What follows belongs to an exercise in optimizing a design on an open flow for small area; a production flow would make more cautious choices.
Only simulation tests tie the RTL to the original design; equivalence was not proved.
Power figures rest on the tool's default switching activity, not on a simulated workload.

==> inputs of job 1101 <==
==> flow/design.v <==
`timescale 1ns/100ps
module lockInTop (
    input  logic               clk,
    input  logic               rstN,
    input  logic        [15:0] divFast,
    input  logic        [15:0] divSlow,
    input  logic signed [15:0] sIn,
    output logic signed [5:0]  modSlope,
    output logic signed [25:0] modOut,
    output logic signed [15:0] demodF,
    output logic signed [15:0] demodFQ,
    output logic signed [15:0] demod2f,
    output logic signed [15:0] demod2fQ,
    output logic signed [15:0] demod3f,
    output logic signed [15:0] demod3fQ
);
    function automatic logic [15:0] rca16(input logic [15:0] a, input logic [15:0] b, input logic ci);
        logic c;
        c = ci;
        for (int k = 0; k < 16; k++) begin
            rca16[k] = a[k] ^ b[k] ^ c;
            c = (a[k] & b[k]) | (a[k] & c) | (b[k] & c);
        end
    endfunction
    function automatic logic [16:0] rca16c(input logic [15:0] a, input logic [15:0] b);
        logic c;
        c = 1'b0;
        for (int k = 0; k < 16; k++) begin
            rca16c[k] = a[k] ^ b[k] ^ c;
            c = (a[k] & b[k]) | (a[k] & c) | (b[k] & c);
        end
        rca16c[16] = c;
    endfunction
    function automatic logic [6:0] rca6(input logic [5:0] a, input logic [5:0] b);
        logic c;
        c = 1'b0;
        for (int k = 0; k < 6; k++) begin
            rca6[k] = a[k] ^ b[k] ^ c;
            c = (a[k] & b[k]) | (a[k] & c) | (b[k] & c);
        end
        rca6[6] = c;
    endfunction
    function automatic logic [15:0] inc16(input logic [15:0] a, input logic ci);
        logic c;
        c = ci;
        for (int k = 0; k < 16; k++) begin
            inc16[k] = a[k] ^ c;
            c = a[k] & c;
        end
    endfunction
    logic [15:0] fastCnt1, slowCnt1;
    logic        fastTick, slowTick;
    logic        fastWrap, slowWrap;
    assign fastWrap = (fastCnt1 == divFast);
    assign slowWrap = (slowCnt1 == divSlow);
    always_ff @(posedge clk or negedge rstN) begin
        if (!rstN) begin
            fastCnt1 <= 16'd1;
            slowCnt1 <= 16'd1;
            fastTick <= 1'b0;
            slowTick <= 1'b0;
        end else begin
            fastTick <= fastWrap;
            slowTick <= fastWrap && slowWrap;
            fastCnt1 <= fastWrap ? 16'd1 : inc16(fastCnt1, 1'b1);
            slowCnt1 <= (fastWrap && slowWrap) ? 16'd1 : inc16(slowCnt1, fastWrap);
        end
    end
    logic [5:0] pos;
    always_ff @(posedge clk or negedge rstN) begin
        if (!rstN) pos <= 6'd0;
        else if (slowTick) pos <= (pos == 6'd59) ? 6'd60 : (pos == 6'd60) ? 6'd1 : pos + 6'd1;
    end
    logic [5:0] addW, subW, ldW, cpyW;
    logic signed [5:0] slope;
    logic periodStart;
    always_comb begin
        case (pos)
            6'd0: begin addW = 6'b111010; subW = 6'b000000; ldW = 6'b111010; cpyW = 6'b000000; slope = 6'sd0; periodStart = 1'b0; end
            6'd1: begin addW = 6'b111110; subW = 6'b000000; ldW = 6'b000100; cpyW = 6'b000000; slope = 6'sd12; periodStart = 1'b0; end
            6'd2: begin addW = 6'b111110; subW = 6'b000000; ldW = 6'b000000; cpyW = 6'b000000; slope = 6'sd12; periodStart = 1'b0; end
            6'd3: begin addW = 6'b111110; subW = 6'b000000; ldW = 6'b000000; cpyW = 6'b000000; slope = 6'sd12; periodStart = 1'b0; end
            6'd4: begin addW = 6'b011111; subW = 6'b000000; ldW = 6'b000001; cpyW = 6'b000000; slope = 6'sd11; periodStart = 1'b0; end
            6'd5: begin addW = 6'b011111; subW = 6'b000000; ldW = 6'b000000; cpyW = 6'b000000; slope = 6'sd10; periodStart = 1'b0; end
            6'd6: begin addW = 6'b010111; subW = 6'b100000; ldW = 6'b000000; cpyW = 6'b000000; slope = 6'sd9; periodStart = 1'b0; end
            6'd7: begin addW = 6'b010111; subW = 6'b100000; ldW = 6'b000000; cpyW = 6'b000000; slope = 6'sd8; periodStart = 1'b0; end
            6'd8: begin addW = 6'b000111; subW = 6'b100000; ldW = 6'b000000; cpyW = 6'b000000; slope = 6'sd7; periodStart = 1'b0; end
            6'd9: begin addW = 6'b000111; subW = 6'b100000; ldW = 6'b000000; cpyW = 6'b000000; slope = 6'sd6; periodStart = 1'b0; end
            6'd10: begin addW = 6'b000101; subW = 6'b111000; ldW = 6'b000000; cpyW = 6'b000000; slope = 6'sd5; periodStart = 1'b0; end
            6'd11: begin addW = 6'b000101; subW = 6'b111000; ldW = 6'b000000; cpyW = 6'b000000; slope = 6'sd4; periodStart = 1'b0; end
            6'd12: begin addW = 6'b000001; subW = 6'b111000; ldW = 6'b000000; cpyW = 6'b000000; slope = 6'sd3; periodStart = 1'b0; end
            6'd13: begin addW = 6'b000001; subW = 6'b111000; ldW = 6'b000000; cpyW = 6'b000000; slope = 6'sd2; periodStart = 1'b0; end
            6'd14: begin addW = 6'b000001; subW = 6'b011000; ldW = 6'b000000; cpyW = 6'b100000; slope = 6'sd0; periodStart = 1'b0; end
            6'd15: begin addW = 6'b000001; subW = 6'b011000; ldW = 6'b000000; cpyW = 6'b000000; slope = -6'sd2; periodStart = 1'b0; end
            6'd16: begin addW = 6'b100001; subW = 6'b011100; ldW = 6'b100000; cpyW = 6'b000000; slope = -6'sd3; periodStart = 1'b0; end
            6'd17: begin addW = 6'b100001; subW = 6'b011100; ldW = 6'b000000; cpyW = 6'b000000; slope = -6'sd4; periodStart = 1'b0; end
            6'd18: begin addW = 6'b100001; subW = 6'b001100; ldW = 6'b000000; cpyW = 6'b010000; slope = -6'sd5; periodStart = 1'b0; end
            6'd19: begin addW = 6'b100001; subW = 6'b001100; ldW = 6'b000000; cpyW = 6'b000000; slope = -6'sd6; periodStart = 1'b0; end
            6'd20: begin addW = 6'b110001; subW = 6'b001110; ldW = 6'b010000; cpyW = 6'b000000; slope = -6'sd7; periodStart = 1'b0; end
            6'd21: begin addW = 6'b110001; subW = 6'b000110; ldW = 6'b000000; cpyW = 6'b000000; slope = -6'sd8; periodStart = 1'b0; end
            6'd22: begin addW = 6'b110001; subW = 6'b000110; ldW = 6'b000000; cpyW = 6'b001000; slope = -6'sd9; periodStart = 1'b0; end
            6'd23: begin addW = 6'b110001; subW = 6'b000110; ldW = 6'b000000; cpyW = 6'b000000; slope = -6'sd10; periodStart = 1'b0; end
            6'd24: begin addW = 6'b010000; subW = 6'b000110; ldW = 6'b000000; cpyW = 6'b000000; slope = -6'sd11; periodStart = 1'b0; end
            6'd25: begin addW = 6'b011000; subW = 6'b000110; ldW = 6'b001000; cpyW = 6'b000000; slope = -6'sd12; periodStart = 1'b0; end
            6'd26: begin addW = 6'b011000; subW = 6'b100110; ldW = 6'b000000; cpyW = 6'b000000; slope = -6'sd12; periodStart = 1'b0; end
            6'd27: begin addW = 6'b011000; subW = 6'b100010; ldW = 6'b000000; cpyW = 6'b000000; slope = -6'sd12; periodStart = 1'b0; end
            6'd28: begin addW = 6'b001000; subW = 6'b100010; ldW = 6'b000000; cpyW = 6'b000100; slope = -6'sd12; periodStart = 1'b0; end
            6'd29: begin addW = 6'b001000; subW = 6'b100010; ldW = 6'b000000; cpyW = 6'b000000; slope = -6'sd12; periodStart = 1'b0; end
            6'd30: begin addW = 6'b001000; subW = 6'b110010; ldW = 6'b000000; cpyW = 6'b000000; slope = -6'sd12; periodStart = 1'b0; end
            6'd31: begin addW = 6'b001100; subW = 6'b110010; ldW = 6'b000100; cpyW = 6'b000000; slope = -6'sd12; periodStart = 1'b0; end
            6'd32: begin addW = 6'b001100; subW = 6'b110010; ldW = 6'b000000; cpyW = 6'b000000; slope = -6'sd12; periodStart = 1'b0; end
            6'd33: begin addW = 6'b001100; subW = 6'b110010; ldW = 6'b000000; cpyW = 6'b000000; slope = -6'sd12; periodStart = 1'b0; end
            6'd34: begin addW = 6'b001100; subW = 6'b010011; ldW = 6'b000000; cpyW = 6'b100000; slope = -6'sd11; periodStart = 1'b0; end
            6'd35: begin addW = 6'b001100; subW = 6'b010011; ldW = 6'b000000; cpyW = 6'b000000; slope = -6'sd10; periodStart = 1'b0; end
            6'd36: begin addW = 6'b100100; subW = 6'b010011; ldW = 6'b100000; cpyW = 6'b000000; slope = -6'sd9; periodStart = 1'b0; end
            6'd37: begin addW = 6'b100100; subW = 6'b010011; ldW = 6'b000000; cpyW = 6'b000000; slope = -6'sd8; periodStart = 1'b0; end
            6'd38: begin addW = 6'b100100; subW = 6'b000011; ldW = 6'b000000; cpyW = 6'b010000; slope = -6'sd7; periodStart = 1'b0; end
            6'd39: begin addW = 6'b100100; subW = 6'b000011; ldW = 6'b000000; cpyW = 6'b000000; slope = -6'sd6; periodStart = 1'b0; end
            6'd40: begin addW = 6'b110100; subW = 6'b001001; ldW = 6'b010000; cpyW = 6'b000000; slope = -6'sd5; periodStart = 1'b0; end
            6'd41: begin addW = 6'b110100; subW = 6'b001001; ldW = 6'b000000; cpyW = 6'b000000; slope = -6'sd4; periodStart = 1'b0; end
            6'd42: begin addW = 6'b110000; subW = 6'b001001; ldW = 6'b000000; cpyW = 6'b000000; slope = -6'sd3; periodStart = 1'b0; end
            6'd43: begin addW = 6'b110000; subW = 6'b001001; ldW = 6'b000000; cpyW = 6'b000000; slope = -6'sd2; periodStart = 1'b0; end
            6'd44: begin addW = 6'b010000; subW = 6'b001001; ldW = 6'b000000; cpyW = 6'b000010; slope = 6'sd0; periodStart = 1'b0; end
            6'd45: begin addW = 6'b010000; subW = 6'b001001; ldW = 6'b000000; cpyW = 6'b000000; slope = 6'sd2; periodStart = 1'b0; end
            6'd46: begin addW = 6'b010000; subW = 6'b101101; ldW = 6'b000000; cpyW = 6'b000000; slope = 6'sd3; periodStart = 1'b0; end
            6'd47: begin addW = 6'b010000; subW = 6'b101101; ldW = 6'b000000; cpyW = 6'b000000; slope = 6'sd4; periodStart = 1'b0; end
            6'd48: begin addW = 6'b000000; subW = 6'b101101; ldW = 6'b000000; cpyW = 6'b000000; slope = 6'sd5; periodStart = 1'b0; end
            6'd49: begin addW = 6'b000000; subW = 6'b101101; ldW = 6'b000000; cpyW = 6'b000000; slope = 6'sd6; periodStart = 1'b0; end
            6'd50: begin addW = 6'b000010; subW = 6'b111101; ldW = 6'b000010; cpyW = 6'b000000; slope = 6'sd7; periodStart = 1'b0; end
            6'd51: begin addW = 6'b000010; subW = 6'b110101; ldW = 6'b000000; cpyW = 6'b000000; slope = 6'sd8; periodStart = 1'b0; end
            6'd52: begin addW = 6'b000010; subW = 6'b110101; ldW = 6'b000000; cpyW = 6'b001000; slope = 6'sd9; periodStart = 1'b0; end
            6'd53: begin addW = 6'b000010; subW = 6'b110101; ldW = 6'b000000; cpyW = 6'b000000; slope = 6'sd10; periodStart = 1'b0; end
            6'd54: begin addW = 6'b000010; subW = 6'b010100; ldW = 6'b000000; cpyW = 6'b100000; slope = 6'sd11; periodStart = 1'b0; end
            6'd55: begin addW = 6'b001010; subW = 6'b010100; ldW = 6'b001000; cpyW = 6'b000000; slope = 6'sd12; periodStart = 1'b0; end
            6'd56: begin addW = 6'b101010; subW = 6'b010100; ldW = 6'b100000; cpyW = 6'b000000; slope = 6'sd12; periodStart = 1'b0; end
            6'd57: begin addW = 6'b101010; subW = 6'b010000; ldW = 6'b000000; cpyW = 6'b000000; slope = 6'sd12; periodStart = 1'b0; end
            6'd58: begin addW = 6'b101010; subW = 6'b000000; ldW = 6'b000000; cpyW = 6'b010101; slope = 6'sd12; periodStart = 1'b0; end
            6'd59: begin addW = 6'b101010; subW = 6'b000000; ldW = 6'b000000; cpyW = 6'b000000; slope = 6'sd12; periodStart = 1'b1; end
            6'd60: begin addW = 6'b111010; subW = 6'b000000; ldW = 6'b010000; cpyW = 6'b000000; slope = 6'sd12; periodStart = 1'b0; end
            default: begin addW = '0; subW = '0; ldW = '0; cpyW = '0; slope = '0; periodStart = 1'b0; end
        endcase
    end
    assign modSlope = slope;
    logic        reload;
    logic [5:0]  slopeG;
    logic [6:0]  lowSum;
    logic        upInc, upDec;
    logic [19:0] upper;
    logic [18:0] sixDiv;
    logic        t;
    assign reload = fastTick && periodStart;
    assign slopeG = fastTick ? slope : 6'd0;
    assign lowSum = rca6(modOut[5:0], slopeG);
    assign upInc  = lowSum[6] && !slopeG[5];
    assign upDec  = slopeG[5] && !lowSum[6];
    always_comb begin
        t = upInc || upDec;
        for (int k = 0; k < 20; k++) begin
            upper[k] = modOut[6 + k] ^ t;
            t = t & (modOut[6 + k] ^ upDec);
        end
    end
    assign sixDiv = {rca16c(divSlow, {1'b0, divSlow[15:1]}), divSlow[0], 1'b0};
    always_ff @(posedge clk or negedge rstN) begin
        if (!rstN) modOut <= '0;
        else       modOut <= reload ? {7'd0, sixDiv} : {upper, lowSum[5:0]};
    end
    logic [15:0] acc [6];
    logic [15:0] dout [6];
    for (genvar i = 0; i < 6; i++) begin : g_ch
        logic        addE, subE;
        logic [15:0] x, a;
        assign addE = slowTick && addW[i];
        assign subE = slowTick && subW[i];
        assign x = ~((sIn & {16{subE}}) | (~sIn & {16{addE}}));
        assign a = (slowTick && ldW[i]) ? 16'd0 : acc[i];
        always_ff @(posedge clk) acc[i] <= rca16(a, x, !addE);
        always_ff @(posedge clk or negedge rstN) begin
            if (!rstN) dout[i] <= '0;
            else if (slowTick && cpyW[i]) dout[i] <= acc[i];
        end
    end
    assign demodF   = dout[0];
    assign demodFQ  = dout[1];
    assign demod2f  = dout[2];
    assign demod2fQ = dout[3];
    assign demod3f  = dout[4];
    assign demod3fQ = dout[5];
endmodule
==> flow/flow/run.sh <==
#!/bin/bash
# The standard layout (standard.sh), with two changes to how it is built:
#  - the port buffers are plain buf_1 cells (every port still gets its buffer);
#  - clock tree synthesis uses small clock buffers and larger sink clusters.
export BUFFER_PORTS_ARGS="-buffer_cell sky130_fd_sc_hd__buf_1"
if [[ -f flow/cts_args.txt ]]; then
  export CTS_ARGS="$(cat flow/cts_args.txt)"
fi
bash standard.sh > standard.log 2>&1
==> flow/flow/cts_args.txt <==
-sink_clustering_enable -repair_clock_nets -dont_use_dummy_load -buf_list {sky130_fd_sc_hd__clkbuf_8 sky130_fd_sc_hd__clkbuf_16} -root_buf sky130_fd_sc_hd__clkbuf_8 -sink_clustering_buffer sky130_fd_sc_hd__clkbuf_16 -sink_clustering_size 30 -sink_clustering_max_diameter 70
==> flow/standard.sh <==
#!/bin/bash
# synth_recipe.tcl (not shown) runs the flow's synth.tcl, then flattens the netlist and writes it again
# the make line also repeats each setting of config.mk as NAME=value (left out here)
make -C /OpenROAD-flow-scripts/flow DESIGN_CONFIG=/design/flow/config.mk WORK_HOME=/design/flow/orfs CLKGATE_MAP_FILE= SYNTH_SCRIPT=/design/flow/synth_recipe.tcl "${@:-finish}"
==> flow/config.mk <==
export PLATFORM = sky130hd
export DESIGN_NAME = lockInTop
export DESIGN_NICKNAME = lockInTop
export VERILOG_FILES = /design/flow/design.v
export SDC_FILE = /design/flow/constraint.sdc
export NUM_CORES = 4
export LEC_CHECK = 0
export ABC_AREA = 1
export CAP_MARGIN = 20
export CORE_MARGIN = 2
export CORE_UTILIZATION = 40
export SLEW_MARGIN = 20
==> flow/constraint.sdc <==
create_clock -name core_clock -period 10.0 [get_ports {clk}]
set_input_delay 2.0000 -clock core_clock [delete_from_list [all_inputs] [get_ports {clk}]]
set_output_delay 2.0000 -clock core_clock [all_outputs]
set_load 0.01 [all_outputs]
==> inputs of job 5348, as changes to job 1101 <==
==> flow/flow/cts_args.txt (replaced) <==
-sink_clustering_enable -repair_clock_nets -dont_use_dummy_load -buf_list {sky130_fd_sc_hd__clkbuf_8} -root_buf sky130_fd_sc_hd__clkbuf_8 -sink_clustering_size 24 -sink_clustering_max_diameter 50
CORE_UTILIZATION = 70   (was 40)
PLACE_DENSITY = 0.8   (was unset)
==> inputs of job 2871, as changes to job 1101 <==
removed: flow/flow/cts_args.txt
==> notes.md <==
Outcome: job 5348 no timing/DRC/antenna violations; job 1101 no timing/DRC/antenna violations; job 2871 no timing/DRC/antenna violations
Achievable Freq: job 5348 106 MHz; job 1101 107 MHz; job 2871 107 MHz
Share of the core filled with cells: job 5348 0.781; job 1101 0.454; job 2871 0.468
Routed vias: job 5348 11100; job 1101 10600; job 2871 10700
GR Util All Layers: job 5348 0.314; job 1101 0.185; job 2871 0.188
Worst-Skew Late Latency: job 5348 610 ps; job 1101 630 ps; job 2871 580 ps
Worst Setup EP: job 5348 acc[0][15]$_DFF_P_; job 1101 acc[4][15]$_DFF_P_; job 2871 acc[0][15]$_DFF_P_
Layout clock buffers: job 5348 27; job 1101 23; job 2871 44
Switching power summed over all nets: job 5348 0.898 mW; job 1101 0.898 mW; job 2871 0.980 mW
Fraction of layout instances using a drive strength above 1: job 5348 0.0807; job 1101 0.0744; job 2871 0.0871
Depth of the most critical reg-to-reg path: job 5348 29; job 1101 31; job 2871 24
Slew margin rel.: job 5348 0.330; job 1101 0.280; job 2871 0.286
Proportion of power drawn by the clock network: job 5348 0.211; job 1101 0.259; job 2871 0.347

afterwards: timing with drivers on the ports:
Ports are ideal in the flow. The routed layouts listed here were re-timed in OpenROAD.
Step 1, drivers: a clkbuf_16 drives clk and a buf_2 each remaining input, both assumed.
Step 2 also shifts input and output timing later by t, the mid clock arrival at the registers, as if the neighbouring blocks saw the same clock.
Slacks: ideal / step 1 / step 2; pairs: ideal / step 1.
| run | t, ns | setup slack, ns | hold slack, ns | worst register clock-pin slew, ns |
|---|---|---|---|---|
| job 1101 | 0.655 | 0.688 / 0.688 / 0.065 | 0.421 / 0.421 / 0.421 | 0.09 / 0.09 |
| job 5348 | 0.605 | 0.576 / 0.575 / -0.030 | 0.430 / 0.430 / 0.430 | 0.11 / 0.11 |
| job 2871 | 0.623 | 0.635 / 0.635 / 0.072 | 0.455 / 0.455 / 0.455 | 0.07 / 0.07 |
With both steps, setup timing fails in job 5348, where it was met with ideal ports. The setup slack of job 1101, which loses most, moves by 0.000 ns with the drivers and by -0.623 ns with both steps.
